This is an optimization exercise on Yosys and OpenROAD, whose aim is small area, not a production implementation.
The RTL was checked by simulation tests, not by an equivalence proof against the original design.
No activity file was given, so power comes from the tool's default toggle rates.

`flow/design.v`:
```
`timescale 1ns/1ps
package sync_pkg;
	typedef logic [64-1:0]  data_word_t;
	typedef logic [8-1:0]  ctrl_byte_t;
	typedef logic [64-1:0]  time_t;
	typedef logic [4-1:0] port_mask_t;  
	typedef enum logic [8-1:0] {
		CTRL_SOF  = 8'hFF,
		CTRL_BODY = 8'h00,
		CTRL_EOF  = 8'h01
	} ctrl_code_t;
	typedef enum logic [1:0] {
		RX_IDLE,
		RX_WAIT_SOF,
		RX_BODY,
		RX_DONE
	} rx_state_t;
	typedef enum logic {
		TX_IDLE,
		TX_SEND
	} tx_state_t;
endpackage
`timescale 1ns/1ps
module sync_inc #(parameter int W = 64, parameter int B = 8) (
	input  logic [W-1:0] a,
	input  logic         cin,
	output logic [W-1:0] s
);
	localparam int NB = (W + B - 1) / B;
	logic [NB:0] c;
	assign c[0] = cin;
	for (genvar j = 0; j < NB; j++) begin : g_blk
		localparam int LO = j * B;
		localparam int HI = (LO + B > W) ? W - 1 : LO + B - 1;
		logic [HI-LO+1:0] r;
		assign r[0] = c[j];
		for (genvar i = LO; i <= HI; i++) begin : g_bit
			assign s[i]      = a[i] ^ r[i-LO];
			assign r[i-LO+1] = a[i] & r[i-LO];
		end
		assign c[j+1] = c[j] & (&a[HI:LO]);
	end
endmodule
module sync_add #(parameter int W = 64, parameter int B = 8) (
	input  logic [W-1:0] a,
	input  logic [W-1:0] b,
	input  logic         cin,
	output logic [W-1:0] s,
	output logic         cout
);
	localparam int NB = (W + B - 1) / B;
	logic [NB:0] c;
	assign c[0] = cin;
	assign cout = c[NB];
	for (genvar j = 0; j < NB; j++) begin : g_blk
		localparam int LO = j * B;
		localparam int HI = (LO + B > W) ? W - 1 : LO + B - 1;
		localparam int N  = HI - LO + 1;
		logic [N:0]   k;
		logic [N-1:0] s0;
		assign k[0] = (j == 0) ? cin : 1'b0;
		for (genvar i = 0; i < N; i++) begin : g_bit
			assign s0[i]  = a[LO+i] ^ b[LO+i] ^ k[i];
			assign k[i+1] = (a[LO+i] & b[LO+i]) | (k[i] & (a[LO+i] ^ b[LO+i]));
		end
		if (j == 0) begin : g_first
			assign s[HI:LO] = s0;
			assign c[j+1]   = k[N];
		end else begin : g_rest
			logic [N:0] r;
			assign r[0] = c[j];
			for (genvar i = 0; i < N; i++) begin : g_fix
				assign s[LO+i] = s0[i] ^ r[i];
				assign r[i+1]  = s0[i] & r[i];
			end
			assign c[j+1] = k[N] | (c[j] & (&s0));
		end
	end
endmodule
`timescale 1ns/1ps
module sync_event_ctrl (
	input  logic                                  clk,
	input  logic                                  rst,
	input  logic                                  master_mode,
	input  logic                                  slave_mode,
	input  sync_pkg::port_mask_t                  sync_rx_valid,
	input  logic [16-1:0]       sync_interval,
	input  logic [16-1:0]        sync_timeout,
	input  logic [32-1:0]          link_delay,
	input  sync_pkg::data_word_t                  sync_data,
	input  sync_pkg::ctrl_byte_t                  sync_ctrl,
	input  sync_pkg::port_mask_t                  sync_wr,
	input  sync_pkg::port_mask_t                  udp_rdy,
	output wire  [4*64-1:0]   udp_data,
	output wire  [4*8-1:0]   udp_ctrl,
	output wire  sync_pkg::port_mask_t            udp_wr,
	output sync_pkg::port_mask_t                  sync_rdy,
	output sync_pkg::time_t                       local_clk_counter,
	output sync_pkg::time_t                       global_time,
	output logic                                  sync_state
);
	localparam logic [1:0] ST_IDLE = 2'd0;
	localparam logic [1:0] ST_WAIT = 2'd1;
	localparam logic [1:0] ST_BODY = 2'd2;
	localparam logic [1:0] ST_OUT  = 2'd3;
	localparam logic [79:0] PORT_ID = 80'h0000_FF05_2345_6789_ABCD;
	localparam logic [47:0] MAC_DST = 48'h011B_1900_0000;
	localparam logic [47:0] MAC_SRC = 48'h3C97_0E0F_6857;
	logic [1:0]  st;
	logic [3:0]  cnt;
	sync_pkg::port_mask_t ingress_port;
	sync_pkg::port_mask_t wr_q;
	logic free, rx_done, word_valid, sof, granted, grant, mstart, tx_wr;
	assign free       = (st == ST_IDLE) || (st == ST_OUT && cnt == 4'd10);
	logic  done_q;      
	assign rx_done    = done_q;
	assign word_valid = |(sync_wr & ingress_port);
	assign sof        = word_valid && (sync_ctrl == sync_pkg::CTRL_SOF);
	assign granted    = (st == ST_WAIT) || (st == ST_BODY && !done_q);
	assign grant      = slave_mode && free && (sync_rx_valid != '0);
	assign tx_wr      = (st == ST_OUT) && (cnt != 4'd10);
	logic sync_tick;
	assign mstart = master_mode && free && sync_tick;
	always_ff @(posedge clk or posedge rst) begin
		if (rst) begin
			st           <= ST_IDLE;
			cnt          <= '0;
			ingress_port <= '0;
			done_q       <= 1'b0;
		end else begin
			done_q <= (st == ST_BODY) && word_valid && (cnt == 4'd8);
			case (st)
				ST_WAIT: begin
					if (sof) begin
						st  <= ST_BODY;
						cnt <= 4'd1;
					end
				end
				ST_BODY: begin
					if (done_q) begin
						st  <= ST_OUT;
						cnt <= 4'd1;
					end else if (word_valid) begin
						cnt <= cnt + 1'b1;
					end
				end
				default: begin  
					if (st == ST_OUT && cnt != 4'd10)
						cnt <= cnt + 1'b1;
					else if (grant)
						st <= ST_WAIT;
					else if (mstart) begin
						st  <= ST_OUT;
						cnt <= 4'd1;
					end else
						st <= ST_IDLE;
				end
			endcase
			if (grant)
				ingress_port <= sync_rx_valid & (~sync_rx_valid + 1'b1);
		end
	end
	assign sync_rdy = granted ? ingress_port : '0;
	always_ff @(posedge clk or posedge rst) begin
		if (rst)
			wr_q <= '0;
		else
			wr_q <= udp_rdy & ~ingress_port & {4{tx_wr}};
	end
	assign udp_wr = wr_q;
	logic [31:0] a1, a2, a3, a4, a5, a6;
	logic [15:0] b1, b2, b3, b4, b5;
	logic [15:0] c1, c2, c3, c4, c5;
	logic        c_carry;  
	logic        mode_q;   
	logic sof_wr, body_wr, sh_a, sh_b, sh_c;
	assign sof_wr  = (st == ST_WAIT) && sof;
	assign body_wr = (st == ST_BODY) && word_valid;
	assign sh_a = sof_wr ||
		(body_wr && (cnt == 4'd1 || cnt == 4'd2 || cnt == 4'd4 || cnt == 4'd7 || cnt == 4'd8)) ||
		(st == ST_OUT && (cnt == 4'd2 || cnt == 4'd3 || cnt == 4'd4 || cnt == 4'd6 || cnt == 4'd9));
	assign sh_b = sof_wr ||
		(body_wr && (cnt == 4'd1 || cnt == 4'd4 || cnt == 4'd7 || cnt == 4'd8)) ||
		(st == ST_OUT && (cnt == 4'd2 || cnt == 4'd3 || cnt == 4'd6 || cnt == 4'd9));
	assign sh_c = sof_wr ||
		(body_wr && (cnt == 4'd1 || cnt == 4'd3 || cnt == 4'd7 || cnt == 4'd8)) ||
		(st == ST_OUT && (cnt == 4'd2 || cnt == 4'd3 || cnt == 4'd5 || cnt == 4'd9));
	logic [47:0] hop_s;
	logic        hop_co, is_w7;
	assign is_w7 = (st == ST_BODY) && (cnt == 4'd7);
	sync_add #(.W(48), .B(5)) i_hop_add (
		.a({a6, b5}), .b({16'h0, is_w7 ? link_delay : 32'h0}), .cin(1'b0),
		.s(hop_s), .cout(hop_co)
	);
	always_ff @(posedge clk) begin
		mode_q <= master_mode;
		if (body_wr && is_w7)
			c_carry <= hop_co;
		if (sh_a || mstart) begin
			a1 <= mstart ? local_clk_counter[63:32] : a2;
			a5[15:0] <= mstart ? global_time[63:48] : hop_s[31:16];
			a6[31:16] <= mstart ? global_time[15:0] : sync_data[63:48];
		end
		if (sh_a) begin
			a2 <= a3;
			a3 <= a4;
			a4 <= a5;
			a5[31:16] <= hop_s[47:32];
			a6[15:0]  <= sync_data[47:32];
		end
		if (sh_b || mstart) begin
			b1 <= mstart ? local_clk_counter[31:16] : b2;
			b4 <= mstart ? global_time[47:32] : hop_s[15:0];
		end
		if (sh_b) begin
			b2 <= b3;
			b3 <= b4;
			b5 <= sync_data[31:16];
		end
		if (sh_c || mstart) begin
			c1 <= mstart ? local_clk_counter[15:0] : c2;
			c4 <= mstart ? global_time[31:16] : c5;
		end
		if (sh_c) begin
			c2 <= c3;
			c3 <= c4;
			c5 <= sync_data[15:0];
		end
	end
	logic [15:0] c1_inc;
	sync_inc #(.W(16)) i_chi_inc (.a(c1), .cin(c_carry), .s(c1_inc));
	localparam sync_pkg::time_t RX_K = 64'd5536;
	sync_pkg::time_t gt_x, gt_y, gt_z, gt_s, gt_c, gt_next, cnt_inc;
	assign gt_x = rx_done ? {a5[15:0], b4, c4, a6[31:16]} : global_time;  
	assign gt_y = rx_done ? {c3, a4, b3} : '0;   
	assign gt_z = rx_done ? (RX_K | {15'h0, c_carry, 48'h0}) : 64'd8;
	assign gt_s = gt_x ^ gt_y ^ gt_z;
	assign gt_c = (gt_x & gt_y) | (gt_z & (gt_x ^ gt_y));
	sync_add #(.W(64), .B(5)) i_gt_add (
		.a(gt_s), .b({gt_c[62:0], 1'b0}), .cin(1'b0), .s(gt_next), .cout()
	);
	sync_inc #(.W(64)) i_cnt_inc (.a(local_clk_counter), .cin(1'b1), .s(cnt_inc));
	always_ff @(posedge clk or posedge rst) begin
		if (rst)
			local_clk_counter <= '0;
		else
			local_clk_counter <= cnt_inc;
	end
	always_ff @(posedge clk or posedge rst) begin
		if (rst)
			global_time <= '0;
		else
			global_time <= gt_next;
	end
	logic [6:0]                      us_cnt;
	logic                            us_wrap;
	logic [16-1:0] interval_cnt;
	logic [16-1:0]  timeout_cnt;
	logic                            timeout_open;
	assign us_wrap = (us_cnt == 7'(125 - 1));
	always_ff @(posedge clk or posedge rst) begin
		if (rst) begin
			us_cnt       <= '0;
			interval_cnt <= '0;
			sync_tick    <= 1'b0;
		end else begin
			us_cnt <= us_wrap ? '0 : us_cnt + 1'b1;
			if (interval_cnt == sync_interval) begin
				interval_cnt <= '0;
				sync_tick    <= 1'b1;
			end else begin
				sync_tick <= 1'b0;
				if (us_wrap)
					interval_cnt <= interval_cnt + 1'b1;
			end
		end
	end
	assign timeout_open = (timeout_cnt != sync_timeout);
	always_ff @(posedge clk or posedge rst) begin
		if (rst)
			timeout_cnt <= '0;
		else if (rx_done)
			timeout_cnt <= '0;
		else if (sync_tick && timeout_open)
			timeout_cnt <= timeout_cnt + 1'b1;
	end
	always_ff @(posedge clk or posedge rst) begin
		if (rst)
			sync_state <= 1'b0;
		else
			sync_state <= master_mode || (slave_mode && timeout_open);
	end
	logic [31:0] out_a;
	logic [15:0] out_b, out_c;
	sync_pkg::ctrl_byte_t tx_ctrl;
	always_comb begin
		case (cnt)
			4'd2: out_a = a1;
			4'd3: out_a = mode_q ? MAC_DST[47:16] : a1;
			4'd4: out_a = mode_q ? MAC_SRC[31:0] : a1;
			4'd5: out_a = {16'h002C, 16'h0000};
			4'd6: out_a = mode_q ? 32'h0 : a1;
			4'd7: out_a = {16'h0000, PORT_ID[79:64]};
			4'd8: out_a = PORT_ID[31:0];
			4'd9: out_a = {mode_q ? 16'h0000 : a1[31:16], a1[15:0]};
			default: out_a = {a1[31:16], mode_q ? 16'h0000 : a1[15:0]};
		endcase
		case (cnt)
			4'd2: out_b = b1;
			4'd3: out_b = mode_q ? MAC_DST[15:0] : b1;
			4'd4: out_b = 16'h88F7;
			4'd5: out_b = 16'h0000;
			4'd6: out_b = mode_q ? 16'h0000 : b1;
			4'd7: out_b = PORT_ID[63:48];
			4'd8: out_b = 16'h0000;
			4'd9: out_b = b1;
			default: out_b = mode_q ? 16'h0000 : b1;
		endcase
		case (cnt)
			4'd2: out_c = c1;
			4'd3: out_c = mode_q ? MAC_SRC[47:32] : c1;
			4'd4: out_c = {12'h000, 4'h2};
			4'd5: out_c = mode_q ? 16'h0000 : c1_inc;
			4'd6: out_c = 16'h0000;
			4'd7: out_c = PORT_ID[47:32];
			4'd8: out_c = {8'h00, 8'h7F};
			4'd9: out_c = c1;
			default: out_c = mode_q ? 16'h0000 : c1;
		endcase
		if (cnt == 4'd2)
			tx_ctrl = sync_pkg::CTRL_SOF;
		else if (cnt == 4'd10)
			tx_ctrl = sync_pkg::CTRL_EOF;
		else
			tx_ctrl = sync_pkg::CTRL_BODY;
	end
	sync_pkg::data_word_t tx_data;
	assign tx_data = {out_a, out_b, out_c};
	for (genvar p = 0; p < 4; p++) begin : g_port
		assign udp_data[p*64 +: 64] = tx_data;
		assign udp_ctrl[p*8 +: 8] = tx_ctrl;
	end
endmodule
```
`flow/constraint.sdc`:
```
create_clock -name core_clock -period 8.0 [get_ports {clk}]
set_input_delay 1.6000 -clock core_clock [delete_from_list [all_inputs] [get_ports {clk}]]
set_output_delay 1.6000 -clock core_clock [all_outputs]
set_load 0.01 [all_outputs]
```
`flow/standard.sh`:
```
#!/bin/bash
# synth_recipe.tcl (not shown) runs the flow's synth.tcl, then flattens the netlist and writes it again
# the make line also repeats each setting of config.mk as NAME=value (left out here)
make -C /OpenROAD-flow-scripts/flow DESIGN_CONFIG=/design/flow/config.mk WORK_HOME=/design/flow/orfs CLKGATE_MAP_FILE= SYNTH_SCRIPT=/design/flow/synth_recipe.tcl "${@:-finish}"
```
`flow/flow/run.sh`:
```
#!/bin/bash
# Standard layout, with every port buffered by the smallest buffer cell
# instead of the 10 um2 delay buffer that buffer_ports picks by itself.
set -euo pipefail
export BUFFER_PORTS_ARGS="-buffer_cell sky130_fd_sc_hd__buf_1"
bash standard.sh > make_flow.log 2>&1
```
`flow/config.mk`:
```
export PLATFORM = sky130hd
export DESIGN_NAME = sync_event_ctrl
export DESIGN_NICKNAME = sync_event_ctrl
export VERILOG_FILES = /design/flow/design.v
export SDC_FILE = /design/flow/constraint.sdc
export NUM_CORES = 4
export LEC_CHECK = 0
export CAP_MARGIN = 20
export CORE_MARGIN = 2
export CORE_UTILIZATION = 55
export SLEW_MARGIN = 20
```
==> flow_summary.ini, run 1 <==
[logic_synthesis]
syn-mean-instance-area_um2 = 11.94
synthesis.yosys.warnings = 1
synth_area_um2 = 28610
ys_types = 75
synthesis.nets = 2870
leading_register_cell_type_out_of_synthesis = edfxtp_1
post-synth-top-area-cell = edfxtp_1
synth.yosys.seq_area_share = 0.5321
edff_count_synth = 353
synth_async_sr_flop_share = 0.3420
synthCells = 2396
yosysTopAreaCellShare = 0.3705
ys_seq_elements = 538
synth_top_cells_by_area = edfxtp_1, dfrtp_1, ha_1

[die]
std_cell_rows = 83
core_area_um2 = 51410
overall_die_width_um = 232.1
die_h_um = 232.1
initial_core_util = 0.5566
floorplan.io_pins = 577
dieArea_um2 = 53860

[global_route]
antenna_found_initial = 6
grt_util_all_layers = 0.2916
first_global_vias = 18421
use_met2 = 0.4784
global_route.usage.met1 = 0.3877
gr-usage-met3 = 0.04506
grt_remaining_overflow = 0
wire_length_of_the_first_global_routing_pass_mm = 114.9
grt-busiest-layer = met2
largest_net_degree_at_the_start_of_global_routing = 131

[worst_setup_path]
crit_fanout = 16
timing.setup.critical_path_class = reg -> reg
setup.worst_path.end_class = register
worst-path-buf-inv = 4
crit_chain = inv_1 -> nor2_2 -> and3_1 -> ha_1 -> inv_1 -> fa_1 -> fa_1 -> fa_1 -> inv_1 -> fa_1 -> nor4b_2 -> a311oi_1 -> o31ai_1 -> a31o_2 -> a21oi_1 -> inv_1 -> ha_1 -> ha_1 -> ha_1 -> ha_1 -> xor2_1
cp-start-kind = register
cp_common_cell = ha_1
arrival_ns = 7.12
timing.critical_path.required_ns = 8.36
critical_path.top_delay_family = adder cells
slowest_stage = dfrtp_1
timing.critical_path.slowest_cell_delay_ns = 0.63

[power]
irDropWorstVdd_v = 0.0001719
finalPower_mw = 8.531
leakage_nw = 14.53
cell_area_power_density_nw_per_um2 = 267.7

[layout]
layout.core_utilization = 0.6200
most_common_library_cell_in_the_layout_ignoring_fill_and_taps = buf_1
commonest_non_fill_non_tap_cells_in_the_layout = buf_1, nand2_1, edfxtp_1
design_area_um2 = 31870
num-nets-final = 3237
area_growth_syn_to_layout_pct = 11.41
nFillCells = 4196
fraction_of_layout_cells_with_a_size_suffix_above_1 = 0.07074

[timing]
tightest_slew_ns = 1.191
timing.max_slew.rel_slack = 0.2008
maxSlewViolCount = 0
final_sum_of_negative_setup_slack_ns = 0
finalSetupViolCount = 0
post-route-min-period_ns = 6.766
grt_setup_unrepaired = no
highest_clock_frequency_the_design_can_meet_mhz = 147.8
layout_worst_path_cycle_share = 0.8458
fin_hold_viols = 0
fin_hold_ws_ns = 0.4139
finalClockSkew_ns = 0.02269

[clocking]
worst_setup_hold_path_clk_slew_ns = 0.06
h_tree_depth = 2
insertion_delay_ns = 0.62
ctsHoldBuffers = 0
tritoncts_clock_tree = built
cts-root-buf = clkbuf_16
post_cts_resized = 0
post_cts.repair.setup_buffers = 0
max-clock-path-buffers = 3
clock_buffers_created_by_tritoncts = 58
cts.sinks = 538

[drt]
avgRoutedWirePerCell_um = 22.30
drt_wl_total_mm = 77.98
via_per_inst = 5.300
firstDrtPassIters = 5
drt_iter0_markers = 1377
route.vias.total = 18528
ant_nets = 0
detail_route.drc_violations = 0

[placed_design]
place.detailed.hpwl_mm = 59.46
placement.cell_area_um2 = 29870
buffer_ports.inserted = 576
globalplace.congestion = 0.8714

[min_path]
worstHoldPathType = reg -> reg

[flow_run]
drv_cap = 0

[status]
status = complete, no violations
## kinds of logic after synthesis
family | share of synthesized area
xor gates and xnor gates | 0.02939
AOI/OAI and AO/OA | 0.03704
and+or+nand+nor | 0.1267
buffers and inverters | 0.08729
DFF | 0.5321
muxes | 0.02541
adders and majority gates | 0.1621
## sequential cells by signal, indices dropped and copies added, names as in the netlist, 32 cells and up
signal	cells
a5	32
a4	32
a3	32
a2	32
local_clk_counter	64
global_time	64
a6	32
a1	32
## report_power, final
group	internal, mW	leakage, nW	switching (mW)
logic	0.523	7.92	1.47
clock network	1.67	0.969	1.12
registers	3.55	5.64	0.206
## per-layer routing
metal | wire length [um] | up-vias | part of all wire
met1 | 32410 | 9077 | 0.42
met2 | 37650 | 617 | 0.48
met4 | 3677 | 0 | 0.047
met3 | 4237 | 144 | 0.054
met5 | 0 | - | 0
li1 | - | 8690 | -
## stage by stage
| step | setup WS, ns | std cells |
|---|---|---|
| 2_1_floorplan | 0.9786 | 2396 |
| 3_3_place_gp | 1.005 | 3383 |
| 3_5_place_dp | 0.8813 | 3383 |
| 4_1_cts | 0.8629 | 3493 |
| 5_1_grt | 0.8758 | 3494 |
| 6_report | 1.234 | 3496 |
## worst register-to-register path, cell delays in order (launching register included)
cell,delay [ns]
dfrtp_1,0.63
inv_1,0.24
nor2_2,0.61
and3_1,0.26
ha_1,0.14
inv_1,0.05
fa_1,0.42
fa_1,0.44
fa_1,0.41
inv_1,0.08
fa_1,0.45
nor4b_2,0.19
a311oi_1,0.59
o31ai_1,0.24
a31o_2,0.34
a21oi_1,0.38
inv_1,0.09
ha_1,0.22
ha_1,0.20
ha_1,0.20
ha_1,0.20
xor2_1,0.13
## worst paths after layout
check	from	to	slack [ns]	cells after the start
setup / recovery	cnt[2]$_DFFE_PP0P_	a5[28]$_DFFE_PP_	1.23	21
hold / removal	a5[25]$_DFFE_PP_	a4[25]$_DFFE_PP_	0.41	0
setup reg to reg	cnt[2]$_DFFE_PP0P_	a5[28]$_DFFE_PP_	1.23	21
hold reg to reg	a5[25]$_DFFE_PP_	a4[25]$_DFFE_PP_	0.41	0
max in group asynchronous	rst	local_clk_counter[12]$_DFF_PP0_	5.59	3
min in group asynchronous	rst	sync_state$_DFF_PP0_	1.08	2
## final cells by class
cell class	count	area [um2]	area share
multi-input cells	1425	10930	0.3430
repair buffers	592	2307	0.07239
well taps	680	850.8	0.02669
clock buffers	84	1673	0.05248
inverters	148	563.0	0.01767
flip-flops and latches	538	15230	0.4778
clock inverters	26	310.3	0.009735
diodes	3	7.507	0.0002355
## Yosys cell counts, types with 3 or more instances
cell type    n
o21ai_1      4
buf_4      224
a21oi_1     27
nand3_1     24
ha_1       241
mux2_2      61
o21ai_0     31
a31o_2       4
xnor2_1     33
nor2b_1      7
o211ai_1     4
a31oi_1      5
a211oi_1     3
a221o_1     14
clkbuf_1    28
nor3b_1      4
xor2_1      63
and3_1      31
nor4_1       7
nor2_1      77
or3_1        4
fa_1        81
edfxtp_1   353
dfrtp_1    184
mux2i_1      4
buf_2       25
inv_1      148
buf_1        8
and4_1       5
nor3_1      14
a21o_1      21
nand4_1     33
and2_1      75
nand2_1    485
nand2b_1    10
==> run 2: changes to the inputs <==
==> flow/run.sh (new file) <==
#!/bin/bash
# synth_recipe.tcl (not shown) runs the flow's synth.tcl, then flattens the netlist and writes it again
# the make line also repeats each setting of config.mk as NAME=value (left out here)
make -C /OpenROAD-flow-scripts/flow DESIGN_CONFIG=/design/flow/config.mk WORK_HOME=/design/flow/orfs CLKGATE_MAP_FILE= SYNTH_SCRIPT=/design/flow/synth_recipe.tcl finish
removed: flow/flow/run.sh
removed: flow/standard.sh
==> flow_summary.ini, run 2 <==
[logic_synthesis]
synth_async_sr_flop_share = 0.3420
synth_most_common_cell = nand2_1
yosysTopAreaCellShare = 0.3705
synthesis.nets = 2870
synthCells = 2396
post-synth-top-area-cell = edfxtp_1
synth_area_um2 = 28610
synthesis.yosys.warnings = 1
leading_register_cell_type_out_of_synthesis = edfxtp_1
synth_top_cells_by_area = edfxtp_1, dfrtp_1, ha_1
ys_seq_elements = 538
post_synth_most_frequent_cells = nand2_1, edfxtp_1, ha_1, buf_4, dfrtp_1
edff_count_synth = 353
synth.yosys.seq_area_share = 0.5321
syn-mean-instance-area_um2 = 11.94
ys_types = 75

[worst_setup_path]
timing.critical_path.required_ns = 8.35
arrival_ns = 7.26
crit_fanout = 11
setup.worst_path.end_class = register
timing.setup.critical_path_class = reg -> reg
cp-start-kind = register

[timing]
layout_worst_path_cycle_share = 0.8641
fin_hold_ws_ns = 0.4126
tightest_slew_ns = 1.130
fin_hold_viols = 0
grt_setup_unrepaired = no
timing.max_slew.rel_slack = 0.2415
finalSetupViolCount = 0
post-route-min-period_ns = 6.913
final_sum_of_negative_setup_slack_ns = 0
maxSlewViolCount = 0
highest_clock_frequency_the_design_can_meet_mhz = 144.7
finalClockSkew_ns = 0.01782

[layout]
commonest_non_fill_non_tap_cells_in_the_layout = clkdlybuf4s50_1, nand2_1, edfxtp_1
fraction_of_layout_cells_with_a_size_suffix_above_1 = 0.07247
num-nets-final = 3243
multi_input_comb_area_um2 = 10920
final-seq-area_um2 = 15230
design_area_um2 = 35280
most_common_library_cell_in_the_layout_ignoring_fill_and_taps = clkdlybuf4s50_1
post_layout_nonfiller_instances = 3498
top_regs = global_time x64, local_clk_counter x64
area_growth_syn_to_layout_pct = 23.30
nFillCells = 3747

[power]
cell_area_power_density_nw_per_um2 = 254.6
irDropWorstVdd_v = 0.0002277
clkPwrFrac = 0.280
seq_power_share = 0.416
cell_int_power_mw = 6.193
sw_share = 0.3103
comb_power_share = 0.303
power_switching_mw = 2.787
finalPower_mw = 8.980
leakage_nw = 15.90

[global_route]
grt_remaining_overflow = 0
largest_net_degree_at_the_start_of_global_routing = 112
wire_length_of_the_first_global_routing_pass_mm = 119.9
grt_util_all_layers = 0.3004
antenna_found_initial = 3
first_global_vias = 19029

[placed_design]
buffer_ports.inserted = 576
globalplace.congestion = 0.9194
placement.cell_area_um2 = 33510
place.detailed.hpwl_mm = 61.49
post-place-cells = 3391

[clocking]
ctsHoldBuffers = 0
cts-root-buf = clkbuf_16
max-clock-path-buffers = 3
post_cts_resized = 0
clock_buffers_created_by_tritoncts = 56
cts.sinks = 538
worst_setup_hold_path_clk_slew_ns = 0.06
post_cts.repair.setup_buffers = 0
tritoncts_clock_tree = built
insertion_delay_ns = 0.61
h_tree_depth = 2

[drt]
via_per_inst = 5.402
detail_route.drc_violations = 0
drt_wl_total_mm = 80.49
drt_iter0_markers = 1546
avgRoutedWirePerCell_um = 23.01
ant_nets = 0
route.vias.total = 18897
firstDrtPassIters = 6

[flow_run]
drv_cap = 0

[die]
die_h_um = 232.1
overall_die_width_um = 232.1
core_area_um2 = 51410
initial_core_util = 0.5566
floorplan.io_pins = 577
dieArea_um2 = 53860
std_cell_rows = 83

[min_path]
worstHoldPathType = reg -> reg

[status]
status = complete, no violations
## run 2: cell count changes in the layout (fill, tap and decap cells not counted), moves of 4 or more
cell             before  now
buf_4                14   23
buf_1               576    0
clkbuf_16            61   57
clkdlybuf4s50_1       0  576
bufinv_16             7    2
clkinv_2              8   12
clkbuf_1             17   12
## run 2: metrics by stage
stage / worst slack [ns] / util
2_1_floorplan: 0.9786 / -
3_3_place_gp: 0.7872 / 0.6517
3_5_place_dp: 0.6556 / 0.6518
4_1_cts: 0.8039 / 0.6859
5_1_grt: 0.8219 / 0.6862
6_report: 1.087 / 0.6862
## run 2: routing by layer
metal	up-vias	wire length, um	share of wire	global-route usage
met1	9413	32090	0.40	0.3841
met2	662	40820	0.51	0.5188
met5	-	0	0	0
met3	129	4776	0.059	0.04813
li1	8693	-	-	-
met4	0	2804	0.035	0.1068
## run 2: cells by family after synthesis
| logic type | count (synthesis) | synth area share |
|---|---|---|
| and+or+nand+nor | 797 | 0.1267 |
| adders and majority gates | 322 | 0.1621 |
| DFF | 538 | 0.5321 |
| muxes | 65 | 0.02541 |
| xor gates and xnor gates | 96 | 0.02939 |
| AOI/OAI and AO/OA | 145 | 0.03704 |
| buffers and inverters | 433 | 0.08729 |
## run 2: path summary, 6_finish.rpt
kind / startpoint / to / slack [ns] / depth (start not counted)
max: cnt[0]$_DFFE_PP0P_ / a5[28]$_DFFE_PP_ / 1.09 / 22
min reg2reg: a3[5]$_DFFE_PP_ / a2[5]$_DFFE_PP_ / 0.41 / 0
min in group asynchronous: rst / interval_cnt[15]$_DFFE_PP0P_ / 1.54 / 2
min: a3[5]$_DFFE_PP_ / a2[5]$_DFFE_PP_ / 0.41 / 0
max reg2reg: cnt[0]$_DFFE_PP0P_ / a5[28]$_DFFE_PP_ / 1.09 / 22
max in group asynchronous: rst / global_time[49]$_DFF_PP0_ / 5.13 / 3
## run 2: final cells by class
cell class	instances	area share
clock buffer	74	0.04366
clock inverter	30	0.006030
tap	680	0.02412
multi-input combinational	1425	0.3097
antenna	3	0.0002128
timing repair buffer	600	0.1687
inverter	148	0.01596
sequential	538	0.4317
## run 2: critical path, cell delays in order, from the launching register on
cell	delay, ns
dfrtp_1	0.40
ha_1	0.32
nand2b_1	0.20
nor2_2	0.59
and3_1	0.25
ha_1	0.13
inv_1	0.06
fa_1	0.43
fa_1	0.44
fa_1	0.41
inv_1	0.09
fa_1	0.45
nor4b_2	0.19
a311oi_1	0.67
o31ai_1	0.27
a31o_2	0.36
a21oi_1	0.35
inv_1	0.09
ha_1	0.21
ha_1	0.21
ha_1	0.20
ha_1	0.20
xor2_1	0.13
## run 2: power by group through the flow
stage | Sequential (mW) | Clock (mW) | Combinational [mW]
floorplan | 3.74 | 0 | 1.63
global placement | 3.78 | 0 | 2.70
detailed placement | 3.79 | 0 | 2.73
CTS | 3.74 | 2.55 | 2.74
global route | 3.78 | 2.66 | 2.91
finish | 3.74 | 2.52 | 2.72
==> run 3: changes to the inputs <==
--- a/flow/design.v
+++ b/flow/design.v
@@ -124,35 +124,21 @@
 	always_ff @(posedge clk or posedge rst) begin
 		if (rst) begin
 			st           <= ST_IDLE;
-			cnt          <= '0;
 			ingress_port <= '0;
 			done_q       <= 1'b0;
 		end else begin
 			done_q <= (st == ST_BODY) && word_valid && (cnt == 4'd8);
 			case (st)
-				ST_WAIT: begin
-					if (sof) begin
-						st  <= ST_BODY;
-						cnt <= 4'd1;
-					end
-				end
-				ST_BODY: begin
-					if (done_q) begin
-						st  <= ST_OUT;
-						cnt <= 4'd1;
-					end else if (word_valid) begin
-						cnt <= cnt + 1'b1;
-					end
-				end
+				ST_WAIT: if (sof) st <= ST_BODY;
+				ST_BODY: if (done_q) st <= ST_OUT;
 				default: begin  
 					if (st == ST_OUT && cnt != 4'd10)
-						cnt <= cnt + 1'b1;
+						st <= ST_OUT;
 					else if (grant)
 						st <= ST_WAIT;
-					else if (mstart) begin
-						st  <= ST_OUT;
-						cnt <= 4'd1;
-					end else
+					else if (mstart)
+						st <= ST_OUT;
+					else
 						st <= ST_IDLE;
 				end
 			endcase
@@ -160,6 +146,12 @@
 				ingress_port <= sync_rx_valid & (~sync_rx_valid + 1'b1);
 		end
 	end
+	always_ff @(posedge clk) begin
+		if ((st == ST_WAIT && sof) || (st == ST_BODY && done_q) || mstart)
+			cnt <= 4'd1;
+		else if ((st == ST_BODY && word_valid) || (st == ST_OUT && cnt != 4'd10))
+			cnt <= cnt + 1'b1;
+	end
 	assign sync_rdy = granted ? ingress_port : '0;
 	always_ff @(posedge clk or posedge rst) begin
 		if (rst)
@@ -258,28 +250,20 @@
 	logic [16-1:0]  timeout_cnt;
 	logic                            timeout_open;
 	assign us_wrap = (us_cnt == 7'(125 - 1));
-	always_ff @(posedge clk or posedge rst) begin
-		if (rst) begin
-			us_cnt       <= '0;
+	always_ff @(posedge clk) begin
+		if (rst || us_wrap)
+			us_cnt <= '0;
+		else
+			us_cnt <= us_cnt + 1'b1;
+		if (rst || interval_cnt == sync_interval)
 			interval_cnt <= '0;
-			sync_tick    <= 1'b0;
-		end else begin
-			us_cnt <= us_wrap ? '0 : us_cnt + 1'b1;
-			if (interval_cnt == sync_interval) begin
-				interval_cnt <= '0;
-				sync_tick    <= 1'b1;
-			end else begin
-				sync_tick <= 1'b0;
-				if (us_wrap)
-					interval_cnt <= interval_cnt + 1'b1;
-			end
-		end
+		else if (us_wrap)
+			interval_cnt <= interval_cnt + 1'b1;
+		sync_tick <= !rst && (interval_cnt == sync_interval);
 	end
 	assign timeout_open = (timeout_cnt != sync_timeout);
-	always_ff @(posedge clk or posedge rst) begin
-		if (rst)
-			timeout_cnt <= '0;
-		else if (rx_done)
+	always_ff @(posedge clk) begin
+		if (rst || rx_done)
 			timeout_cnt <= '0;
 		else if (sync_tick && timeout_open)
 			timeout_cnt <= timeout_cnt + 1'b1;
==> flow/flow/run.sh (new file) <==
#!/bin/bash
# Standard layout with two changes that only affect area:
# - every port is buffered by the smallest buffer cell instead of the
#   10 um2 delay buffer that buffer_ports picks by itself;
# - clock tree synthesis builds from small clock buffers and leaves out
#   the dummy loads it adds to balance leaf nets.
set -euo pipefail
export BUFFER_PORTS_ARGS="-buffer_cell sky130_fd_sc_hd__buf_1"
export CTS_ARGS="-sink_clustering_enable -repair_clock_nets -dont_use_dummy_load -buf_list {sky130_fd_sc_hd__clkbuf_2 sky130_fd_sc_hd__clkbuf_4 sky130_fd_sc_hd__clkbuf_8}"
bash standard.sh > make_flow.log 2>&1
==> flow/standard.sh (new file) <==
#!/bin/bash
# synth_recipe.tcl (not shown) runs the flow's synth.tcl, then flattens the netlist and writes it again
# the make line also repeats each setting of config.mk as NAME=value (left out here)
make -C /OpenROAD-flow-scripts/flow DESIGN_CONFIG=/design/flow/config.mk WORK_HOME=/design/flow/orfs CLKGATE_MAP_FILE= SYNTH_SCRIPT=/design/flow/synth_recipe.tcl "${@:-finish}"
removed: flow/run.sh
==> flow_summary.ini, run 3 <==
[logic_synthesis]
synthesis.yosys.warnings = 1
ys_types = 70
synthesis.nets = 2891
ys_seq_elements = 538
edff_count_synth = 353
yosysTopAreaCellShare = 0.3728
syn-mean-instance-area_um2 = 11.76
leading_register_cell_type_out_of_synthesis = edfxtp_1
synth.yosys.seq_area_share = 0.5277
synth_top_cells_by_area = edfxtp_1, dfrtp_1, ha_1
post-synth-top-area-cell = edfxtp_1
post_synth_most_frequent_cells = nand2_1, edfxtp_1, ha_1, buf_4, inv_1
synth_most_common_cell = nand2_1
synth_async_sr_flop_share = 0.2602
synthCells = 2417
synth_area_um2 = 28430

[power]
cell_area_power_density_nw_per_um2 = 394.6
irDropWorstVdd_v = 0.0002558
leakage_nw = 13.58

[global_route]
grt_util_all_layers = 0.2872
wire_length_of_the_first_global_routing_pass_mm = 113.0
first_global_vias = 18459
grt_remaining_overflow = 0
antenna_found_initial = 0
largest_net_degree_at_the_start_of_global_routing = 81

[timing]
highest_clock_frequency_the_design_can_meet_mhz = 146.9
grt_setup_unrepaired = no
finalSetupViolCount = 0
maxSlewViolCount = 0
finalClockSkew_ns = 0.05846
layout_worst_path_cycle_share = 0.8510
tightest_slew_ns = 1.068
fin_hold_viols = 0
fin_hold_ws_ns = 0.4158
final_sum_of_negative_setup_slack_ns = 0
timing.max_slew.rel_slack = 0.2807
post-route-min-period_ns = 6.808

[die]
dieArea_um2 = 53530
die_h_um = 231.4
floorplan.io_pins = 577
initial_core_util = 0.5553
core_area_um2 = 51200
std_cell_rows = 83
overall_die_width_um = 231.4

[drt]
route.vias.total = 18731
avgRoutedWirePerCell_um = 22.14
via_per_inst = 5.372
drt_wl_total_mm = 77.21
drt_iter0_markers = 1273
ant_nets = 0
detail_route.drc_violations = 0
firstDrtPassIters = 5

[clocking]
post_cts_resized = 0
worst_setup_hold_path_clk_slew_ns = 0.06
ctsHoldBuffers = 0
post_cts.repair.setup_buffers = 0
max-clock-path-buffers = 3
insertion_delay_ns = 0.67
cts.sinks = 538
h_tree_depth = 3
clock_buffers_created_by_tritoncts = 91
cts-root-buf = clkbuf_8
tritoncts_clock_tree = built

[worst_setup_path]
crit_fanout = 32
timing.critical_path.required_ns = 8.42
setup.worst_path.end_class = register
timing.setup.critical_path_class = reg -> reg
cp-start-kind = register
arrival_ns = 7.23

[placed_design]
globalplace.congestion = 0.9127
buffer_ports.inserted = 576
place.detailed.hpwl_mm = 59.03

[flow_run]
drv_cap = 0

[layout]
multi_input_comb_area_um2 = 10950
num-nets-final = 3282
area_growth_syn_to_layout_pct = 8.762
commonest_non_fill_non_tap_cells_in_the_layout = buf_1, nand2_1, edfxtp_1
top_regs = global_time x64, local_clk_counter x64
nFillCells = 4296
most_common_library_cell_in_the_layout_ignoring_fill_and_taps = buf_1
fraction_of_layout_cells_with_a_size_suffix_above_1 = 0.07270
final-seq-area_um2 = 15010

[min_path]
worstHoldPathType = reg -> reg

[status]
status = complete, no violations
[run 3: path summary, 6_finish.rpt]
check                                                  endpoint                start  slack (ns)  cells past startpoint
worst min register to register                 a2[22]$_DFFE_PP_     a3[22]$_DFFE_PP_        0.42                      0
worst max register to register                 a5[28]$_DFFE_PP_  cnt[2]$_SDFFE_PP0P_        1.19                     20
max in group asynchronous             global_time[46]$_DFF_PP0_                  rst        5.24                      3
min in group asynchronous       local_clk_counter[63]$_DFF_PP0_                  rst        1.31                      2
worst min-delay path                           a2[22]$_DFFE_PP_     a3[22]$_DFFE_PP_        0.42                      0
worst max-delay path                           a5[28]$_DFFE_PP_  cnt[2]$_SDFFE_PP0P_        1.19                     20
[run 3: logic make-up after synthesis]
kind of cell,after synthesis,synth area share
adder cells (fa/ha/maj),322,0.1631
AND/OR/NAND/NOR,820,0.1311
AO/OA/AOI/OAI,129,0.03230
multiplexers,66,0.02601
flip-flops,538,0.5277
buffers and inverters,444,0.08956
XOR/XNOR,98,0.03019
[run 3: layout make-up]
type                            count  area share
Antenna cell                        1  0.00008093
Tap cell                          680     0.02751
Inverter                          152     0.01865
Sequential cell                   538      0.4854
Timing Repair Buffer              590     0.07372
Multi-Input combinational cell   1435      0.3542
Clock buffer                       91     0.04050
[run 3: stage by stage]
step                power [mW]  std cells  utilization  cell area, um2  setup slack [ns]
detailed placement       10.26       3395       0.5792           29650             1.137
floorplan                8.898       2417            -           28430            0.9039
CTS                      12.28       3486       0.6036           30900             1.175
global route             12.95       3486       0.6039           30920            0.8547
finish                   12.20       3487       0.6040           30920             1.192
global placement         10.19       3394       0.5788           29630             1.309
[run 3: report_power, final]
| group | switching [mW] | total [mW] | leakage, nW | internal (mW) |
|---|---|---|---|---|
| Clock | 0.999 | 2.00 | 0.654 | 0.999 |
| Combinational | 3.57 | 5.09 | 7.51 | 1.52 |
| Sequential | 0.649 | 5.11 | 5.41 | 4.46 |
[run 3: metal layers]
metal | global-route usage | share of wire
met1 | 0.3812 | 0.42
met4 | 0.09032 | 0.030
met2 | 0.4845 | 0.49
met3 | 0.04700 | 0.058
met5 | 0 | 0
[run 3: critical path, stage by stage, from the launching register on]
cell	delay, ns
dfxtp_1	0.57
nor2b_2	0.56
and3_1	0.49
buf_4	0.36
nand2_1	0.11
fa_1	0.41
fa_1	0.43
fa_1	0.40
inv_1	0.08
fa_1	0.46
nor4b_2	0.19
a311oi_1	0.53
o31ai_1	0.23
a31o_2	0.34
a21oi_1	0.36
inv_1	0.09
ha_1	0.21
ha_1	0.19
ha_1	0.20
ha_1	0.21
xor2_1	0.14
==> run 4: changes to the inputs <==
--- a/flow/design.v
+++ b/flow/design.v
@@ -170,17 +170,17 @@
 	assign body_wr = (st == ST_BODY) && word_valid;
 	assign sh_a = sof_wr ||
 		(body_wr && (cnt == 4'd1 || cnt == 4'd2 || cnt == 4'd4 || cnt == 4'd7 || cnt == 4'd8)) ||
-		(st == ST_OUT && (cnt == 4'd2 || cnt == 4'd3 || cnt == 4'd4 || cnt == 4'd6 || cnt == 4'd9));
+		(st == ST_OUT && !master_mode && (cnt == 4'd2 || cnt == 4'd3 || cnt == 4'd4 || cnt == 4'd6 || cnt == 4'd9));
 	assign sh_b = sof_wr ||
 		(body_wr && (cnt == 4'd1 || cnt == 4'd4 || cnt == 4'd7 || cnt == 4'd8)) ||
-		(st == ST_OUT && (cnt == 4'd2 || cnt == 4'd3 || cnt == 4'd6 || cnt == 4'd9));
+		(st == ST_OUT && !master_mode && (cnt == 4'd2 || cnt == 4'd3 || cnt == 4'd6 || cnt == 4'd9));
 	assign sh_c = sof_wr ||
 		(body_wr && (cnt == 4'd1 || cnt == 4'd3 || cnt == 4'd7 || cnt == 4'd8)) ||
-		(st == ST_OUT && (cnt == 4'd2 || cnt == 4'd3 || cnt == 4'd5 || cnt == 4'd9));
+		(st == ST_OUT && !master_mode && (cnt == 4'd2 || cnt == 4'd3 || cnt == 4'd5 || cnt == 4'd9));
 	logic [47:0] hop_s;
 	logic        hop_co, is_w7;
 	assign is_w7 = (st == ST_BODY) && (cnt == 4'd7);
-	sync_add #(.W(48), .B(5)) i_hop_add (
+	sync_add #(.W(48), .B(6)) i_hop_add (
 		.a({a6, b5}), .b({16'h0, is_w7 ? link_delay : 32'h0}), .cin(1'b0),
 		.s(hop_s), .cout(hop_co)
 	);
@@ -188,34 +188,29 @@
 		mode_q <= master_mode;
 		if (body_wr && is_w7)
 			c_carry <= hop_co;
-		if (sh_a || mstart) begin
-			a1 <= mstart ? local_clk_counter[63:32] : a2;
-			a5[15:0] <= mstart ? global_time[63:48] : hop_s[31:16];
-			a6[31:16] <= mstart ? global_time[15:0] : sync_data[63:48];
-		end
+		if (sh_a || mstart)
+			a1 <= master_mode ? local_clk_counter[63:32] : a2;
 		if (sh_a) begin
 			a2 <= a3;
 			a3 <= a4;
 			a4 <= a5;
-			a5[31:16] <= hop_s[47:32];
-			a6[15:0]  <= sync_data[47:32];
-		end
-		if (sh_b || mstart) begin
-			b1 <= mstart ? local_clk_counter[31:16] : b2;
-			b4 <= mstart ? global_time[47:32] : hop_s[15:0];
+			a5 <= hop_s[47:16];
+			a6 <= sync_data[63:32];
 		end
+		if (sh_b || mstart)
+			b1 <= master_mode ? local_clk_counter[31:16] : b2;
 		if (sh_b) begin
 			b2 <= b3;
 			b3 <= b4;
+			b4 <= hop_s[15:0];
 			b5 <= sync_data[31:16];
 		end
-		if (sh_c || mstart) begin
-			c1 <= mstart ? local_clk_counter[15:0] : c2;
-			c4 <= mstart ? global_time[31:16] : c5;
-		end
+		if (sh_c || mstart)
+			c1 <= master_mode ? local_clk_counter[15:0] : c2;
 		if (sh_c) begin
 			c2 <= c3;
 			c3 <= c4;
+			c4 <= c5;
 			c5 <= sync_data[15:0];
 		end
 	end
@@ -274,42 +269,20 @@
 		else
 			sync_state <= master_mode || (slave_mode && timeout_open);
 	end
-	logic [31:0] out_a;
-	logic [15:0] out_b, out_c;
+	sync_pkg::data_word_t hd, tx_data;
 	sync_pkg::ctrl_byte_t tx_ctrl;
+	assign hd = {a1, b1, c1};
 	always_comb begin
 		case (cnt)
-			4'd2: out_a = a1;
-			4'd3: out_a = mode_q ? MAC_DST[47:16] : a1;
-			4'd4: out_a = mode_q ? MAC_SRC[31:0] : a1;
-			4'd5: out_a = {16'h002C, 16'h0000};
-			4'd6: out_a = mode_q ? 32'h0 : a1;
-			4'd7: out_a = {16'h0000, PORT_ID[79:64]};
-			4'd8: out_a = PORT_ID[31:0];
-			4'd9: out_a = {mode_q ? 16'h0000 : a1[31:16], a1[15:0]};
-			default: out_a = {a1[31:16], mode_q ? 16'h0000 : a1[15:0]};
-		endcase
-		case (cnt)
-			4'd2: out_b = b1;
-			4'd3: out_b = mode_q ? MAC_DST[15:0] : b1;
-			4'd4: out_b = 16'h88F7;
-			4'd5: out_b = 16'h0000;
-			4'd6: out_b = mode_q ? 16'h0000 : b1;
-			4'd7: out_b = PORT_ID[63:48];
-			4'd8: out_b = 16'h0000;
-			4'd9: out_b = b1;
-			default: out_b = mode_q ? 16'h0000 : b1;
-		endcase
-		case (cnt)
-			4'd2: out_c = c1;
-			4'd3: out_c = mode_q ? MAC_SRC[47:32] : c1;
-			4'd4: out_c = {12'h000, 4'h2};
-			4'd5: out_c = mode_q ? 16'h0000 : c1_inc;
-			4'd6: out_c = 16'h0000;
-			4'd7: out_c = PORT_ID[47:32];
-			4'd8: out_c = {8'h00, 8'h7F};
-			4'd9: out_c = c1;
-			default: out_c = mode_q ? 16'h0000 : c1;
+			4'd2: tx_data = hd;
+			4'd3: tx_data = mode_q ? {MAC_DST, MAC_SRC[47:32]} : hd;
+			4'd4: tx_data = {mode_q ? MAC_SRC[31:0] : hd[63:32], 16'h88F7, 12'h000, 4'h2};
+			4'd5: tx_data = {16'h002C, 8'h00, 8'h00, 16'h0000, mode_q ? 16'h0000 : c1_inc};
+			4'd6: tx_data = {mode_q ? 48'h0 : hd[63:16], 16'h0000};
+			4'd7: tx_data = {16'h0000, PORT_ID[79:32]};
+			4'd8: tx_data = {PORT_ID[31:0], 16'h0000, 8'h00, 8'h7F};
+			4'd9: tx_data = mode_q ? {16'h0000, hd[60:13]} : hd;
+			default: tx_data = mode_q ? {hd[12:0], 51'h0} : hd;
 		endcase
 		if (cnt == 4'd2)
 			tx_ctrl = sync_pkg::CTRL_SOF;
@@ -318,8 +291,6 @@
 		else
 			tx_ctrl = sync_pkg::CTRL_BODY;
 	end
-	sync_pkg::data_word_t tx_data;
-	assign tx_data = {out_a, out_b, out_c};
 	for (genvar p = 0; p < 4; p++) begin : g_port
 		assign udp_data[p*64 +: 64] = tx_data;
 		assign udp_ctrl[p*8 +: 8] = tx_ctrl;
==> flow_summary.ini, run 4 <==
[clocking]
max-clock-path-buffers = 3
worst_setup_hold_path_clk_slew_ns = 0.06
ctsHoldBuffers = 0
clock_buffers_created_by_tritoncts = 90
insertion_delay_ns = 0.66
h_tree_depth = 3
cts-root-buf = clkbuf_8
cts.sinks = 538
post_cts_resized = 0
post_cts.repair.setup_buffers = 0
tritoncts_clock_tree = built

[placed_design]
placement.cell_area_um2 = 29220
placement.setup.worst_slack_ns = 0.7474
globalplace.congestion = 0.9285
post-place-cells = 3082
place.detailed.hpwl_mm = 61.88
buffer_ports.inserted = 576

[timing]
finalClockSkew_ns = 0.05823
final_sum_of_negative_setup_slack_ns = 0
post-route-worst-setup-slack_ns = 0.8177
layout_worst_path_cycle_share = 0.8978
highest_clock_frequency_the_design_can_meet_mhz = 139.2
finalSetupViolCount = 0
tightest_slew_ns = 1.209
fin_hold_ws_ns = 0.4042
fin_hold_viols = 0
maxSlewViolCount = 0
grt_setup_unrepaired = no
post-route-min-period_ns = 7.182
timing.max_slew.rel_slack = 0.1853

[global_route]
grt_util_all_layers = 0.3000
largest_net_degree_at_the_start_of_global_routing = 86
antenna_found_initial = 0
grt-busiest-layer = met2
grt_remaining_overflow = 0
wire_length_of_the_first_global_routing_pass_mm = 114.1
gr-usage-met3 = 0.04719
global_route.usage.met1 = 0.3768
use_met2 = 0.5183
first_global_vias = 17698

[status]
status = complete, no violations

[die]
dieArea_um2 = 52620
floorplan.io_pins = 577
std_cell_rows = 82
die_h_um = 229.4
overall_die_width_um = 229.4
core_area_um2 = 50170
initial_core_util = 0.5569

[worst_setup_path]
rr_startpoint = cnt[0]$_SDFFE_PP1P_
worst_setup_path_startpoint = cnt[0]$_SDFFE_PP1P_
cp_common_cell = ha_1
crit_chain = ha_1 -> inv_1 -> nor3_2 -> buf_4 -> nand2_1 -> fa_1 -> fa_1 -> fa_1 -> fa_1 -> inv_1 -> fa_1 -> and4bb_1 -> a41o_1 -> a41o_1 -> a41oi_2 -> o21ai_1 -> nor2b_1 -> ha_1 -> ha_1 -> ha_1 -> ha_1 -> ha_1 -> xor2_1
timing.setup.critical_path_class = reg -> reg
slowest_stage = nor3_2
critical_path.top_delay_family = adder cells
cp-start-kind = register
timing.critical_path.slowest_cell_delay_ns = 0.69
arrival_ns = 7.58
worst-path-buf-inv = 3
setup.worst_path.end_class = register
timing.critical_path.required_ns = 8.40
crit_fanout = 32

[layout]
multi_input_comb_area_um2 = 10460
num-nets-final = 2978
fraction_of_layout_cells_with_a_size_suffix_above_1 = 0.1092
layout.core_utilization = 0.6073
design_area_um2 = 30470
post_layout_nonfiller_instances = 3172
most_common_library_cell_in_the_layout_ignoring_fill_and_taps = buf_1
top_regs = global_time x64, local_clk_counter x64
nFillCells = 4068
commonest_non_fill_non_tap_cells_in_the_layout = buf_1, edfxtp_1, ha_1
area_growth_syn_to_layout_pct = 9.051
final-seq-area_um2 = 15010
number_of_inserted_diodes = 0

[logic_synthesis]
synth_most_common_cell = edfxtp_1
yosysTopAreaCellShare = 0.3794
synth_async_sr_flop_share = 0.2602
post_synth_most_frequent_cells = edfxtp_1, ha_1, buf_4, inv_1, dfrtp_1
synthCells = 2094
ys_types = 85
synth_area_um2 = 27940
synth.yosys.seq_area_share = 0.5371
synthesis.nets = 2570
syn-mean-instance-area_um2 = 13.34
edff_count_synth = 353
synthesis.yosys.warnings = 1
post-synth-top-area-cell = edfxtp_1
synth_top_cells_by_area = edfxtp_1, dfrtp_1, ha_1
leading_register_cell_type_out_of_synthesis = edfxtp_1
ys_seq_elements = 538

[power]
leakage_nw = 12.77
finalPower_mw = 11.47
irDropWorstVdd_v = 0.0001870
cell_area_power_density_nw_per_um2 = 376.4

[drt]
firstDrtPassIters = 7
ant_nets = 0
drt_wl_total_mm = 78.95
via_per_inst = 5.525
avgRoutedWirePerCell_um = 24.89
detail_route.drc_violations = 0
route.vias.total = 17525
drt_iter0_markers = 1280

[min_path]
worstHoldPathType = reg -> reg
hold_path.startpoint = a5[28]$_DFFE_PP_

[flow_run]
drv_cap = 0
## run 4: cell types whose count changed after synthesis, moves of 9 or more
cell,change
nand2_1,-410
nand4_1,+9
a221o_1,+21
nand3_1,-11
and2_1,-10
a21o_1,-11
mux2_2,+64
buf_2,-16
## run 4: power breakdown
| part | leakage [nW] | switching [mW] | internal, mW | total [mW] |
|---|---|---|---|---|
| registers | 5.41 | 0.632 | 4.22 | 4.85 |
| logic | 6.71 | 3.23 | 1.43 | 4.66 |
| clock network | 0.647 | 0.968 | 0.986 | 1.95 |
| total | 12.8 | 4.83 | 6.64 | 11.5 |
## run 4: final timing paths
path	to	slack, ns	cells past startpoint
max	a5[31]$_DFFE_PP_	0.82	23
min	a4[28]$_DFFE_PP_	0.40	0
max reg2reg	a5[31]$_DFFE_PP_	0.82	23
min reg2reg	a4[28]$_DFFE_PP_	0.40	0
max in group asynchronous	done_q$_DFF_PP0_	5.63	3
min in group asynchronous	local_clk_counter[51]$_DFF_PP0_	1.09	2
## run 4: logic make-up after synthesis
logic type,count (synthesis),synth area share
AOI/OAI and AO/OA,162,0.04447
muxes,129,0.05186
adders and majority gates,324,0.1671
DFF,538,0.5371
and+or+nand+nor,407,0.07914
xor gates and xnor gates,98,0.03072
buffers and inverters,436,0.08961
## run 4: area by class of cell
type,instances,share of cell area
multi-input cells,1120,0.3434
clock buffers,90,0.04066
inverters,158,0.01963
repair buffers,594,0.07610
flip-flops and latches,538,0.4926
well taps,672,0.02760
## run 4: routing by layer
metal,vias up,share of wire
met5,-,0
met4,0,0.045
met3,144,0.051
met1,8782,0.40
li1,7927,-
met2,672,0.51
==> run 5: changes to the inputs <==
--- a/flow/design.v
+++ b/flow/design.v
@@ -244,12 +244,12 @@
 	logic [16-1:0] interval_cnt;
 	logic [16-1:0]  timeout_cnt;
 	logic                            timeout_open;
-	assign us_wrap = (us_cnt == 7'(125 - 1));
+	assign us_wrap = (us_cnt == 7'h70);
 	always_ff @(posedge clk) begin
 		if (rst || us_wrap)
-			us_cnt <= '0;
-		else
-			us_cnt <= us_cnt + 1'b1;
+			us_cnt <= 7'h01;
+		else
+			us_cnt <= {us_cnt[5:0], us_cnt[6] ^ us_cnt[5]};
 		if (rst || interval_cnt == sync_interval)
 			interval_cnt <= '0;
 		else if (us_wrap)
==> flow/flow/run.sh (replaced) <==
#!/bin/bash
# Standard layout with two changes that only affect area:
# - every port is buffered by the smallest buffer cell instead of the
#   10 um2 delay buffer that buffer_ports picks by itself;
# - clock tree synthesis builds from small clock buffers, each driving up
#   to 8 flip-flops, and leaves out the dummy loads it adds to balance
#   leaf nets.
set -euo pipefail
export BUFFER_PORTS_ARGS="-buffer_cell sky130_fd_sc_hd__buf_1"
export CTS_ARGS="-sink_clustering_enable -repair_clock_nets -dont_use_dummy_load -buf_list {sky130_fd_sc_hd__clkbuf_4} -sink_clustering_size 8 -sink_clustering_max_diameter 60"
bash standard.sh > make_flow.log 2>&1
==> flow_summary.ini, run 5 <==
[status]
status = complete, no violations

[clocking]
tritoncts_clock_tree = built
clock_buffers_created_by_tritoncts = 79
worst_setup_hold_path_clk_slew_ns = 0.11
ctsHoldBuffers = 0
cts.sinks = 538
post_cts_resized = 0
max-clock-path-buffers = 3
insertion_delay_ns = 0.80
post_cts.repair.setup_buffers = 0
h_tree_depth = 3
cts-root-buf = clkbuf_4

[worst_setup_path]
r2r.worst_path.cells = 23
timing.setup.critical_path_class = reg -> reg
setup.worst_path.end_class = register
critical_path.top_delay_family = adder cells
endpoint = a5[31]$_DFFE_PP_
timing.critical_path.slowest_cell_delay_ns = 0.60
crit_fanout = 15
cp-start-kind = register
worst_setup_path_startpoint = cnt[2]$_SDFFE_PP0P_
cp_common_cell = ha_1
slowest_stage = dfxtp_1
worst-r2r-setup-slack_ns = 0.96
worst-path-buf-inv = 2
timing.critical_path.required_ns = 8.54
crit_cells = 23
arrival_ns = 7.57
rr_startpoint = cnt[2]$_SDFFE_PP0P_
crit_chain = nor2b_1 -> and3_1 -> and2_1 -> ha_1 -> inv_1 -> fa_1 -> fa_1 -> fa_1 -> fa_1 -> inv_1 -> fa_1 -> and4bb_2 -> a41o_1 -> a31oi_1 -> o41ai_2 -> a41oi_1 -> nor2_1 -> ha_1 -> ha_1 -> ha_1 -> ha_1 -> ha_1 -> xor2_1
timing.rr.end = a5[31]$_DFFE_PP_

[logic_synthesis]
synthCells = 2072
synth_area_um2 = 27780
synth.yosys.seq_area_share = 0.5402
edff_count_synth = 353
leading_register_cell_type_out_of_synthesis = edfxtp_1
ys_types = 71
synthesis.nets = 2546
syn-mean-instance-area_um2 = 13.41
synth_top_cells_by_area = edfxtp_1, dfrtp_1, ha_1
post_synth_most_frequent_cells = edfxtp_1, ha_1, buf_4, inv_1, dfrtp_1
synth_async_sr_flop_share = 0.2602
yosysTopAreaCellShare = 0.3816
synthesis.yosys.warnings = 1
post-synth-top-area-cell = edfxtp_1
ys_seq_elements = 538
synth_most_common_cell = edfxtp_1

[drt]
wl_met1_mm = 31.43
avgRoutedWirePerCell_um = 25.19
top_layer_used = met4
wl_met3_mm = 4.757
route.vias.total = 17446
drt_iter0_markers = 1190
via_per_inst = 5.556
drt_wl_total_mm = 79.09
routed-wl-met2_mm = 39.86
detail_route.drc_violations = 0
firstDrtPassIters = 5
ant_nets = 0

[timing]
final_sum_of_negative_setup_slack_ns = 0
timing.max_slew.rel_slack = 0.2587
tightest_slew_ns = 1.112
maxSlewViolCount = 0
layout_worst_path_cycle_share = 0.8796
highest_clock_frequency_the_design_can_meet_mhz = 142.1
grt_setup_unrepaired = no
finalSetupViolCount = 0
finalClockSkew_ns = 0.1298
fin_hold_viols = 0
post-route-min-period_ns = 7.037

[min_path]
worstHoldPathType = reg -> reg

[layout]
commonest_non_fill_non_tap_cells_in_the_layout = buf_1, edfxtp_1, ha_1
most_common_library_cell_in_the_layout_ignoring_fill_and_taps = buf_1
num-nets-final = 2940
layout.core_utilization = 0.5928
top_regs = global_time x64, local_clk_counter x64
fraction_of_layout_cells_with_a_size_suffix_above_1 = 0.09903
nFillCells = 4151
area_growth_syn_to_layout_pct = 6.635

[global_route]
largest_net_degree_at_the_start_of_global_routing = 88
grt_util_all_layers = 0.3018
grt_remaining_overflow = 0
antenna_found_initial = 4
first_global_vias = 17277
wire_length_of_the_first_global_routing_pass_mm = 113.7

[placed_design]
buffer_ports.inserted = 576
globalplace.congestion = 0.9523
place.detailed.hpwl_mm = 62.16

[die]
core_area_um2 = 49970
overall_die_width_um = 228.7
floorplan.io_pins = 577
die_h_um = 228.7
dieArea_um2 = 52320
std_cell_rows = 82
initial_core_util = 0.5559

[flow_run]
drv_cap = 0

[power]
irDropWorstVdd_v = 0.0002300
cell_area_power_density_nw_per_um2 = 368.8
leakage_nw = 12.45
finalPower_mw = 10.92
run 5: cell count changes in the layout (fill, tap and decap cells not counted), moves of 5 or more:
| cell | previous run | this run |
|---|---|---|
| nor2_1 | 81 | 65 |
| xor2_1 | 70 | 75 |
| nand4_1 | 35 | 30 |
| clkbuf_8 | 90 | 0 |
| nor3_2 | 7 | 0 |
| xnor2_1 | 28 | 18 |
| a31oi_1 | 3 | 11 |
| nand3_1 | 23 | 31 |
| nor2b_1 | 9 | 14 |
| clkbuf_4 | 0 | 79 |
run 5: cells by family after synthesis:
kind of cell,share of synthesized area
xor gates and xnor gates,0.02932
muxes,0.05288
buffers and inverters,0.08986
adders and majority gates,0.1672
and+or+nand+nor,0.07585
AOI/OAI and AO/OA,0.04473
DFF,0.5402
run 5: how the worst min path moves through the flow:
stage	end	slack (ns)	depth (start not counted)	from
detailed placement	a2[15]$_DFFE_PP_	0.40	0	a3[15]$_DFFE_PP_
CTS	c4[5]$_DFFE_PP_	0.39	0	c5[5]$_DFFE_PP_
floorplan	a2[0]$_DFFE_PP_	0.40	0	a3[0]$_DFFE_PP_
finish	a4[27]$_DFFE_PP_	0.41	0	a5[27]$_DFFE_PP_
global placement	a2[20]$_DFFE_PP_	0.40	0	a3[20]$_DFFE_PP_
global route	a2[18]$_DFFE_PP_	0.42	0	a3[18]$_DFFE_PP_
run 5: report_power, final:
group / switching [mW] / internal (mW) / total [mW]
logic: 3.30 / 1.46 / 4.76
clock network: 0.892 / 0.454 / 1.35
registers: 0.616 / 4.20 / 4.82
total: 4.81 / 6.11 / 10.9
run 5: layout make-up:
| class | instances | area (um2) | share of cell area |
|---|---|---|---|
| Sequential cell | 538 | 15010 | 0.5067 |
| Multi-Input combinational cell | 1101 | 10290 | 0.3473 |
| Timing Repair Buffer | 591 | 2296 | 0.07751 |
| Tap cell | 672 | 840.8 | 0.02839 |
| Clock buffer | 79 | 593.1 | 0.02002 |
| Inverter | 155 | 586.8 | 0.01981 |
| Antenna cell | 4 | 10.01 | 0.0003379 |
run 5: per-stage QoR:
| stage | instances | setup slack [ns] | cell area [um2] | hold WS, ns |
|---|---|---|---|---|
| after CTS | 3136 | 0.9194 | 29600 | 0.3947 |
| final | 3140 | 0.9629 | 29620 | 0.4142 |
| after floorplan | 2072 | 1.409 | 27780 | 0.4003 |
| after detailed placement | 3057 | 0.7518 | 29010 | 0.4045 |
| after global routing | 3139 | 0.5994 | 29620 | 0.4151 |
| after global placement | 3057 | 0.8442 | 29010 | 0.4016 |
run 5: layer usage:
| metal | up-vias | GRT usage |
|---|---|---|
| li1 | 7871 | - |
| met1 | 8771 | 0.3833 |
| met2 | 670 | 0.5174 |
| met3 | 134 | 0.05539 |
| met4 | 0 | 0.1111 |
| met5 | - | 0 |
run 5: worst reg2reg max path, cell delays in order (launching register included):
cell and delay [ns]:
dfxtp_1 0.60, nor2b_1 0.39, and3_1 0.50, and2_1 0.21, ha_1 0.14, inv_1 0.05
fa_1 0.41, fa_1 0.42, fa_1 0.43, fa_1 0.40, inv_1 0.09, fa_1 0.45
and4bb_2 0.24, a41o_1 0.33, a31oi_1 0.39, o41ai_2 0.23, a41oi_1 0.41, nor2_1 0.11
ha_1 0.20, ha_1 0.18, ha_1 0.18, ha_1 0.18, ha_1 0.18, xor2_1 0.14

## re-timing with driven ports
In the flow no input, the clock included, has a driving cell. The finished layouts below were timed again as built, in two steps. Step 1 (the two cells are an assumption about what drives the block):
set clk [get_ports {clk}]
set_driving_cell -lib_cell sky130_fd_sc_hd__clkbuf_16 $clk
set_driving_cell -lib_cell sky130_fd_sc_hd__buf_2 [delete_from_list [all_inputs] $clk]
Step 2, shift: input delay + t, output delay - t, t = (earliest + latest rising clock arrival at the registers) / 2. This alone moves slack from input paths to output paths. Slacks: no drivers / after step 1 / after step 2; pairs: no drivers / after step 1.
| run | shift t [ns] | setup slack, ns | worst setup path after step 2 | cell pins on the clock port's net |
|---|---|---|---|---|
| run 1 | 0.668 | 1.234 / 1.234 / 1.124 | input to register | 1 |
| run 2 | 0.659 | 1.087 / 1.087 / 0.644 | input to register | 1 |
| run 3 | 0.701 | 1.192 / 1.192 / 1.192 | register to register | 1 |
| run 4 | 0.684 | 0.818 / 0.818 / 0.818 | register to register | 1 |
| run 5 | 0.794 | 0.963 / 0.963 / 0.820 | input to register | 1 |
After both steps setup and hold are still met in every run listed. The setup slack of run 2, which loses most, moves by 0.000 ns with the drivers and by -0.443 ns with both steps.
